Background: an optimization exercise with open tools, aiming at small area. Do not read the settings as production practice. Function was checked by simulation only, so behaviour that the tests miss may differ from the original.

==> inputs of 12-02 <==
==> flow/design.v <==
module com_store_buffer #(
    parameter int COM_ENTRY_SIZE = 192,
    parameter int DEPTH          = 8,
    parameter int PTR_W          = 3
) (
    input  logic                      CLK,
    input  logic                      RESET,
    input  logic                      FREEZE,
    input  logic [COM_ENTRY_SIZE-1:0] com_entry,
    input  logic                      dmem_ack,
    input  logic [31:0]               fwd_addr,
    input  logic                      debug,
    output logic                      dmem_req,
    output logic [31:0]               dmem_addr,
    output logic [31:0]               dmem_wdata,
    output logic                      fwd_hit,
    output logic [31:0]               fwd_data,
    output logic                      flush_fCOM,
    output logic                      sb_empty,
    output logic [31:0]               commit_count
);
    localparam int QD = DEPTH - 1;
    logic [PTR_W-1:0] qcnt;           
    logic [31:0]      addr_q [QD];
    logic [31:0]      data_q [QD];
    logic [31:0] inst;
    logic [31:0] pc4;
    logic [31:0] st_data;
    logic [31:0] st_addr;
    logic        mem_write;
    logic        valid;
    logic        accept;
    logic        push;
    logic        load;
    logic        unused_bits;
    assign inst      = com_entry[31:0];
    assign pc4       = com_entry[63:32];
    assign st_data   = com_entry[95:64];
    assign st_addr   = com_entry[127:96];
    assign mem_write = com_entry[133];
    assign unused_bits = ^{com_entry[COM_ENTRY_SIZE-1:134],
                           com_entry[132:128], pc4, debug};
    assign valid      = (inst != 32'd0);
    assign flush_fCOM = dmem_req & (qcnt == PTR_W'(QD));
    assign accept     = valid & ~FREEZE & ~flush_fCOM;
    assign push       = accept & mem_write;
    assign load       = (qcnt != '0) & (~dmem_req | dmem_ack);
    assign sb_empty   = (qcnt == '0) & ~dmem_req;
    always_ff @(posedge CLK) begin
        if (push) begin
            addr_q[0] <= st_addr;
            data_q[0] <= st_data;
            for (int i = 1; i < QD; i++) begin
                addr_q[i] <= addr_q[i-1];
                data_q[i] <= data_q[i-1];
            end
        end
    end
    logic [QD-1:0] head;
    always_comb
        for (int i = 0; i < QD; i++) head[i] = (qcnt == PTR_W'(i + 1));
    logic [31:0] head_addr;
    logic [31:0] head_data;
    always_comb begin
        head_addr = '0;
        head_data = '0;
        for (int i = 0; i < QD; i++) begin
            head_addr = head_addr | ({32{head[i]}} & addr_q[i]);
            head_data = head_data | ({32{head[i]}} & data_q[i]);
        end
    end
    logic [31:0] cc_next;
    always_comb begin
        logic c;
        c = accept;
        for (int i = 0; i < 32; i++) begin
            cc_next[i] = commit_count[i] ^ c;
            c          = commit_count[i] & c;
        end
    end
    always_ff @(posedge CLK or negedge RESET) begin
        if (!RESET) begin
            qcnt         <= '0;
            dmem_req     <= 1'b0;
            dmem_addr    <= '0;
            dmem_wdata   <= '0;
            commit_count <= '0;
        end else begin
            if (push & ~load) qcnt <= qcnt + 1'b1;
            else if (load & ~push) qcnt <= qcnt - 1'b1;
            dmem_req <= (qcnt != '0) | (dmem_req & ~dmem_ack);
            if (load) begin
                dmem_addr  <= head_addr;
                dmem_wdata <= head_data;
            end
            commit_count <= cc_next;
        end
    end
    logic [DEPTH-1:0] match;
    logic [DEPTH-1:0] first;
    logic [31:0]      cand [DEPTH];
    always_comb begin
        logic seen;
        for (int i = 0; i < QD; i++) begin
            match[i] = (PTR_W'(i) < qcnt) && (addr_q[i] == fwd_addr);
            cand[i]  = data_q[i];
        end
        match[QD] = dmem_req && (dmem_addr == fwd_addr);
        cand[QD]  = dmem_wdata;
        seen = 1'b0;
        for (int i = 0; i < DEPTH; i++) begin
            first[i] = match[i] & ~seen;
            seen     = seen | match[i];
        end
        fwd_hit  = seen;
        fwd_data = '0;
        for (int i = 0; i < DEPTH; i++)
            fwd_data = fwd_data | ({32{first[i]}} & cand[i]);
    end
endmodule
==> flow/flow/run.sh <==
#!/bin/bash
set -euo pipefail
here=$(pwd)
export MY_ABC_SCRIPT=$here/flow/abc_area.script
export BUFFER_PORTS_ARGS="-buffer_cell sky130_fd_sc_hd__buf_1"
export CTS_ARGS="-sink_clustering_enable -repair_clock_nets -dont_use_dummy_load -buf_list {sky130_fd_sc_hd__clkbuf_4 sky130_fd_sc_hd__clkbuf_8} -sink_clustering_size 16 -sink_clustering_max_diameter 60"
# standard.sh with its synthesis script replaced by flow/synth.tcl
sed "s|SYNTH_SCRIPT=[^ ]*|SYNTH_SCRIPT=$here/flow/synth.tcl|" standard.sh > my_standard.sh
grep -q "SYNTH_SCRIPT=$here/flow/synth.tcl" my_standard.sh
bash my_standard.sh finish > $here/make_finish.log 2>&1
==> flow/flow/abc_area.script <==
&get -n
&st
&dch -f
&nf -R 1000
&st
&dch -f
&nf -R 1000
&put
==> flow/flow/synth.tcl <==
# The standard synthesis script, with abc given an area-oriented
# mapping script in place of ORFS's delay-oriented one. Everything before
# abc (and so every register and its name) is the same as the standard run.
proc synth {args} { yosys synth -nofsm -noshare {*}$args }
proc abc {args} {
  set i [lsearch -exact $args -script]
  if {$i >= 0} {
    set args [lreplace $args [expr {$i + 1}] [expr {$i + 1}] $::env(MY_ABC_SCRIPT)]
  }
  yosys abc {*}$args
}
source $::env(SCRIPTS_DIR)/synth.tcl
# left out here: clear keep_hierarchy, flatten, clean up, hide names made inside functions, write 1_2_yosys.v
==> flow/standard.sh <==
#!/bin/bash
# synth_recipe.tcl (not shown) runs the flow's synth.tcl, then flattens the netlist and writes it again
# the make line also repeats each setting of config.mk as NAME=value (left out here)
make -C /OpenROAD-flow-scripts/flow DESIGN_CONFIG=/design/flow/config.mk WORK_HOME=/design/flow/orfs CLKGATE_MAP_FILE= SYNTH_SCRIPT=/design/flow/synth_recipe.tcl "${@:-finish}"
==> flow/config.mk <==
export PLATFORM = sky130hd
export DESIGN_NAME = com_store_buffer
export DESIGN_NICKNAME = com_store_buffer
export VERILOG_FILES = /design/flow/design.v
export SDC_FILE = /design/flow/constraint.sdc
export NUM_CORES = 4
export LEC_CHECK = 0
export CAP_MARGIN = 20
export CORE_MARGIN = 2
export CORE_UTILIZATION = 55
export PLACE_DENSITY = 0.72
export SLEW_MARGIN = 20
==> flow/constraint.sdc <==
create_clock -name core_clock -period 8.0 [get_ports {CLK}]
set_input_delay 1.6000 -clock core_clock [delete_from_list [all_inputs] [get_ports {CLK}]]
set_output_delay 1.6000 -clock core_clock [all_outputs]
set_load 0.01 [all_outputs]
==> inputs of 07-26, as changes to 12-02 <==
==> flow/design.v, changed modules only <==
module com_store_buffer #(
    parameter int COM_ENTRY_SIZE = 192,
    parameter int DEPTH          = 8,
    parameter int PTR_W          = 3
) (
    input  logic                      CLK,
    input  logic                      RESET,
    input  logic                      FREEZE,
    input  logic [COM_ENTRY_SIZE-1:0] com_entry,
    input  logic                      dmem_ack,
    input  logic [31:0]               fwd_addr,
    input  logic                      debug,
    output logic                      dmem_req,
    output logic [31:0]               dmem_addr,
    output logic [31:0]               dmem_wdata,
    output logic                      fwd_hit,
    output logic [31:0]               fwd_data,
    output logic                      flush_fCOM,
    output logic                      sb_empty,
    output logic [31:0]               commit_count
);
    localparam int QD = DEPTH - 1;
    logic [PTR_W-1:0] qcnt;           
    logic [31:0]      addr_q [QD];
    logic [31:0]      data_q [QD];
    logic [31:0] inst;
    logic [31:0] pc4;
    logic [31:0] st_data;
    logic [31:0] st_addr;
    logic        mem_write;
    logic        valid;
    logic        accept;
    logic        push;
    logic        load;
    logic        unused_bits;
    assign inst      = com_entry[31:0];
    assign pc4       = com_entry[63:32];
    assign st_data   = com_entry[95:64];
    assign st_addr   = com_entry[127:96];
    assign mem_write = com_entry[133];
    assign unused_bits = ^{com_entry[COM_ENTRY_SIZE-1:134],
                           com_entry[132:128], pc4, debug};
    assign valid      = (inst != 32'd0);
    assign flush_fCOM = dmem_req & (qcnt == PTR_W'(QD));
    assign accept     = valid & ~FREEZE & ~flush_fCOM;
    assign push       = accept & mem_write;
    assign load       = (qcnt != '0) & (~dmem_req | dmem_ack);
    assign sb_empty   = (qcnt == '0) & ~dmem_req;
    always_ff @(posedge CLK) begin
        if (push) begin
            addr_q[0] <= st_addr;
            data_q[0] <= st_data;
            for (int i = 1; i < QD; i++) begin
                addr_q[i] <= addr_q[i-1];
                data_q[i] <= data_q[i-1];
            end
        end
    end
    logic [DEPTH-1:0] hsel;
    always_comb begin
        for (int i = 0; i < QD; i++) hsel[i] = load & (qcnt == PTR_W'(i + 1));
        hsel[QD] = ~load;
    end
    logic [31:0] head_addr;
    logic [31:0] head_data;
    csb_aosel8 u_nxt_addr (.s(hsel), .d0(addr_q[0]), .d1(addr_q[1]), .d2(addr_q[2]),
                           .d3(addr_q[3]), .d4(addr_q[4]), .d5(addr_q[5]),
                           .d6(addr_q[6]), .d7(dmem_addr), .y(head_addr));
    csb_aosel8 u_nxt_data (.s(hsel), .d0(data_q[0]), .d1(data_q[1]), .d2(data_q[2]),
                           .d3(data_q[3]), .d4(data_q[4]), .d5(data_q[5]),
                           .d6(data_q[6]), .d7(dmem_wdata), .y(head_data));
    logic [31:0] cc_next;
    logic        cc_c16;
    assign cc_c16 = accept & (&commit_count[15:0]);
    always_comb begin
        logic c;
        c = accept;
        for (int i = 0; i < 16; i++) begin
            cc_next[i] = commit_count[i] ^ c;
            c          = commit_count[i] & c;
        end
        c = cc_c16;
        for (int i = 16; i < 32; i++) begin
            cc_next[i] = commit_count[i] ^ c;
            c          = commit_count[i] & c;
        end
    end
    always_ff @(posedge CLK or negedge RESET) begin
        if (!RESET) begin
            qcnt         <= '0;
            dmem_req     <= 1'b0;
            dmem_addr    <= '0;
            dmem_wdata   <= '0;
            commit_count <= '0;
        end else begin
            if (push & ~load) qcnt <= qcnt + 1'b1;
            else if (load & ~push) qcnt <= qcnt - 1'b1;
            dmem_req <= (qcnt != '0) | (dmem_req & ~dmem_ack);
            dmem_addr  <= head_addr;
            dmem_wdata <= head_data;
            commit_count <= cc_next;
        end
    end
    logic [DEPTH-1:0] eq;
    for (genvar i = 0; i < QD; i++) begin : g_eq
        csb_eq32 u_eq (.a(addr_q[i]), .b(fwd_addr), .eq(eq[i]));
    end
    csb_eq32 u_eq_req (.a(dmem_addr), .b(fwd_addr), .eq(eq[QD]));
    logic [DEPTH-1:0] match;
    logic [DEPTH-1:0] first;
    always_comb begin
        logic seen;
        for (int i = 0; i < QD; i++)
            match[i] = (PTR_W'(i) < qcnt) && eq[i];
        match[QD] = dmem_req && eq[QD];
        seen = 1'b0;
        for (int i = 0; i < DEPTH; i++) begin
            first[i] = match[i] & ~seen;
            seen     = seen | match[i];
        end
        fwd_hit = seen;
    end
    csb_aosel8 u_fwd (.s(first), .d0(data_q[0]), .d1(data_q[1]), .d2(data_q[2]),
                      .d3(data_q[3]), .d4(data_q[4]), .d5(data_q[5]),
                      .d6(data_q[6]), .d7(dmem_wdata), .y(fwd_data));
endmodule
module csb_aosel8 (
    input  logic [7:0]  s,
    input  logic [31:0] d0, d1, d2, d3, d4, d5, d6, d7,
    output logic [31:0] y
);
    for (genvar b = 0; b < 32; b++) begin : g_bit
        logic n0, n1, n2;
        csb_a222oi u_n0 (.A1(s[0]), .A2(d0[b]), .B1(s[1]), .B2(d1[b]),
                         .C1(s[2]), .C2(d2[b]), .Y(n0));
        csb_a222oi u_n1 (.A1(s[3]), .A2(d3[b]), .B1(s[4]), .B2(d4[b]),
                         .C1(s[5]), .C2(d5[b]), .Y(n1));
        csb_a22oi  u_n2 (.A1(s[6]), .A2(d6[b]), .B1(s[7]), .B2(d7[b]), .Y(n2));
        csb_nand3  u_y  (.A(n0), .B(n1), .C(n2), .Y(y[b]));
    end
endmodule
module csb_a222oi (
    input  logic A1, A2, B1, B2, C1, C2,
    output logic Y
);
    assign Y = ~((A1 & A2) | (B1 & B2) | (C1 & C2));
endmodule
module csb_a22oi (
    input  logic A1, A2, B1, B2,
    output logic Y
);
    assign Y = ~((A1 & A2) | (B1 & B2));
endmodule
module csb_nand3 (
    input  logic A, B, C,
    output logic Y
);
    assign Y = ~(A & B & C);
endmodule
module csb_eq32 (
    input  logic [31:0] a,
    input  logic [31:0] b,
    output logic        eq
);
    logic [31:0] x;
    logic [7:0]  n;
    for (genvar k = 0; k < 32; k++) begin : g_x
        csb_xnor2 u_x (.A(a[k]), .B(b[k]), .Y(x[k]));
    end
    for (genvar k = 0; k < 8; k++) begin : g_n
        csb_nand4 u_n (.A(x[4*k]), .B(x[4*k+1]), .C(x[4*k+2]), .D(x[4*k+3]), .Y(n[k]));
    end
    assign eq = ~|n;
endmodule
module csb_xnor2 (
    input  logic A, B,
    output logic Y
);
    assign Y = ~(A ^ B);
endmodule
module csb_nand4 (
    input  logic A, B, C, D,
    output logic Y
);
    assign Y = ~(A & B & C & D);
endmodule
==> flow/flow/synth.tcl (replaced) <==
# The standard synthesis script, with abc given an area-oriented
# mapping script in place of ORFS's delay-oriented one, and the csb_*
# gate modules of the RTL mapped to their library cells. Every register
# and its name is the same as in the standard run.
# The RTL writes a few and-or-invert gates as modules csb_<cell>; they are
# given the matching library cell here, before the design is flattened, so
# abc does not remap them. Their function is the cell's.
set ::csb_mapped 0
proc synth {args} {
  if {!$::csb_mapped} {
    set ::csb_mapped 1
    foreach cell {a222oi a22oi nand3 xnor2 nand4} {
      yosys chtype -map csb_$cell sky130_fd_sc_hd__${cell}_1
    }
  }
  yosys synth -nofsm -noshare {*}$args
}
proc abc {args} {
  set i [lsearch -exact $args -script]
  if {$i >= 0} {
    set args [lreplace $args [expr {$i + 1}] [expr {$i + 1}] $::env(MY_ABC_SCRIPT)]
  }
  yosys abc {*}$args
}
source $::env(SCRIPTS_DIR)/synth.tcl
# left out here: clear keep_hierarchy, flatten, clean up, hide names made inside functions, write 1_2_yosys.v
--- a/flow/config.mk
+++ b/flow/config.mk
@@ -9,4 +9,5 @@
 export CORE_MARGIN = 2
 export CORE_UTILIZATION = 55
+export GPL_ROUTABILITY_DRIVEN = 0
 export PLACE_DENSITY = 0.72
 export SLEW_MARGIN = 20
==> inputs of 07-08, as changes to 12-02 <==
==> flow/design.v, changed modules only <==
module com_store_buffer #(
    parameter int COM_ENTRY_SIZE = 192,
    parameter int DEPTH          = 8,
    parameter int PTR_W          = 3
) (
    input  logic                      CLK,
    input  logic                      RESET,
    input  logic                      FREEZE,
    input  logic [COM_ENTRY_SIZE-1:0] com_entry,
    input  logic                      dmem_ack,
    input  logic [31:0]               fwd_addr,
    input  logic                      debug,
    output logic                      dmem_req,
    output logic [31:0]               dmem_addr,
    output logic [31:0]               dmem_wdata,
    output logic                      fwd_hit,
    output logic [31:0]               fwd_data,
    output logic                      flush_fCOM,
    output logic                      sb_empty,
    output logic [31:0]               commit_count
);
    logic [PTR_W:0]   count;
    logic             sent;           
    logic [31:0]      addr_q [DEPTH];
    logic [31:0]      data_q [DEPTH];
    logic [31:0] inst;
    logic [31:0] pc4;
    logic [31:0] st_data;
    logic [31:0] st_addr;
    logic        mem_write;
    logic        valid;
    logic        accept;
    logic        push;
    logic        pop;
    logic        unused_bits;
    assign inst      = com_entry[31:0];
    assign pc4       = com_entry[63:32];
    assign st_data   = com_entry[95:64];
    assign st_addr   = com_entry[127:96];
    assign mem_write = com_entry[133];
    assign unused_bits = ^{com_entry[COM_ENTRY_SIZE-1:134],
                           com_entry[132:128], pc4, debug};
    assign valid      = (inst != 32'd0);
    assign flush_fCOM = count[PTR_W];
    assign accept     = valid & ~FREEZE & ~flush_fCOM;
    assign push       = accept & mem_write;
    assign pop        = dmem_req & dmem_ack;
    assign sb_empty   = (count == '0) & ~dmem_req;
    always_ff @(posedge CLK) begin
        if (push) begin
            addr_q[0] <= st_addr;
            data_q[0] <= st_data;
            for (int i = 1; i < DEPTH; i++) begin
                addr_q[i] <= addr_q[i-1];
                data_q[i] <= data_q[i-1];
            end
        end
    end
    always_ff @(posedge CLK or negedge RESET) begin
        if (!RESET) begin
            count        <= '0;
            dmem_req     <= 1'b0;
            sent         <= 1'b0;
            commit_count <= '0;
        end else begin
            if (push & ~pop) count <= count + 1'b1;
            else if (pop & ~push) count <= count - 1'b1;
            if (!dmem_req) dmem_req <= (count != '0);
            else if (dmem_ack) dmem_req <= (count != 1);
            sent <= sent | dmem_req;
            if (accept) commit_count <= commit_count + 32'd1;
        end
    end
    logic [DEPTH-1:0] rd_sel;
    always_comb begin
        for (int i = 0; i < DEPTH; i++)
            rd_sel[i] = (count == (PTR_W + 1)'(i + 1)) & (dmem_req | (i != 0)) |
                        (~dmem_req & sent & (count == (PTR_W + 1)'(i)));
    end
    always_comb begin
        dmem_addr  = '0;
        dmem_wdata = '0;
        for (int i = 0; i < DEPTH; i++) begin
            dmem_addr  = dmem_addr  | ({32{rd_sel[i]}} & addr_q[i]);
            dmem_wdata = dmem_wdata | ({32{rd_sel[i]}} & data_q[i]);
        end
    end
    logic [DEPTH-1:0] match;
    logic [DEPTH-1:0] first;
    always_comb begin
        logic seen;
        seen = 1'b0;
        for (int i = 0; i < DEPTH; i++) begin
            match[i] = ((PTR_W + 1)'(i) < count) && (addr_q[i] == fwd_addr);
            first[i] = match[i] & ~seen;
            seen     = seen | match[i];
        end
        fwd_hit  = seen;
        fwd_data = '0;
        for (int i = 0; i < DEPTH; i++)
            fwd_data = fwd_data | ({32{first[i]}} & data_q[i]);
    end
endmodule
==> flow/run.sh (new file) <==
#!/bin/bash
# synth_recipe.tcl (not shown) runs the flow's synth.tcl, then flattens the netlist and writes it again
# the make line also repeats each setting of config.mk as NAME=value (left out here)
make -C /OpenROAD-flow-scripts/flow DESIGN_CONFIG=/design/flow/config.mk WORK_HOME=/design/flow/orfs CLKGATE_MAP_FILE= SYNTH_SCRIPT=/design/flow/synth_recipe.tcl finish
--- a/flow/config.mk
+++ b/flow/config.mk
@@ -8,5 +8,4 @@
 export CAP_MARGIN = 20
 export CORE_MARGIN = 2
-export CORE_UTILIZATION = 55
-export PLACE_DENSITY = 0.72
+export CORE_UTILIZATION = 40
 export SLEW_MARGIN = 20
removed: flow/flow/run.sh
removed: flow/flow/abc_area.script
removed: flow/flow/synth.tcl
removed: flow/standard.sh
==> flow_summary.yaml <==
layout:
  final-clk-cell-share: 0.0229
  final_area_um2: 25200
  stdcell_count: 2242
status:
  outcome: "no timing/DRC/antenna violations"
sta:
  tightest_slew_ns: 1.09
  fmax_ghz: 0.145
  final.setup_skew_ns: 0.0353
logic_synthesis:
  synthTopCellsByCount: "448 x edfxtp_1, 257 x xnor2_1, 192 x a222oi_1"
  synth_area_um2: 22700
clock_network:
  cts_sinks: 548
  clk_pin_slew_worst_paths_ns: 0.09
route:
  num_vias: 15410
place:
  dp_hpwl_mm: 35.8
(the above is from 07-26)
==> flow_summary.yaml <==
status:
  outcome: "no timing/DRC/antenna violations"
logic_synthesis:
  synth_area_um2: 25500
  synthTopCellsByCount: "512 x edfxtp_1, 178 x xor2_1, 130 x a22oi_1"
place:
  dp_hpwl_mm: 52.3
sta:
  fmax_ghz: 0.133
  tightest_slew_ns: 1.23
  final.setup_skew_ns: 0.0234
layout:
  final_area_um2: 30900
  final-clk-cell-share: 0.0591
  stdcell_count: 3023
clock_network:
  clk_pin_slew_worst_paths_ns: 0.06
  cts_sinks: 550
die:
  tap_cells: 846
(the above is from 07-08)
==> flow_summary.yaml <==
route:
  num_vias: 17794
  wl_mm: 81.0
logic_synthesis:
  synth_mux_area_frac: 0
  synthTopCellsByCount: "448 x edfxtp_1, 122 x clkinv_1, 108 x a221oi_1"
  synth_area_um2: 23100
place:
  dp_hpwl_mm: 53.7
status:
  outcome: "no timing/DRC/antenna violations"
layout:
  final-clk-cell-share: 0.0234
  diodes: 2
  stdcell_count: 2429
  final_area_um2: 25900
clock_network:
  clk_pin_slew_worst_paths_ns: 0.10
sta:
  tightest_slew_ns: 1.12
  fmax_ghz: 0.131
  final.setup_skew_ns: 0.0862
(the above is from 12-02)

==> port drivers added, routing unchanged <==
The flow's constraints put no driver on any port. The routed layouts listed below were extracted and timed again, unchanged, in two steps. Step 1, drivers: a clkbuf_16 drives CLK and a buf_2 each remaining input, both assumed. Step 2 also shifts input and output timing later by t, the mid clock arrival at the registers, as if the neighbouring blocks saw the same clock. Three values: ideal, step 1, step 2; two values: the first two.
run | t (ns) | setup WS [ns] | worst setup path after step 2 | worst register clock-pin slew, ns
12-02 | 0.695 | 0.366 / 0.393 / -0.302 | input to register | 0.10 / 0.10
07-26 | 0.677 | 1.127 / 1.061 / 1.061 | input to output | 0.10 / 0.10
07-08 | 0.706 | 0.496 / 0.465 / 0.465 | input to output | 0.06 / 0.06
With both steps, setup timing fails in 12-02, where it was met with ideal ports. The setup slack of 12-02, which loses most, moves by +0.027 ns with the drivers and by -0.668 ns with both steps.
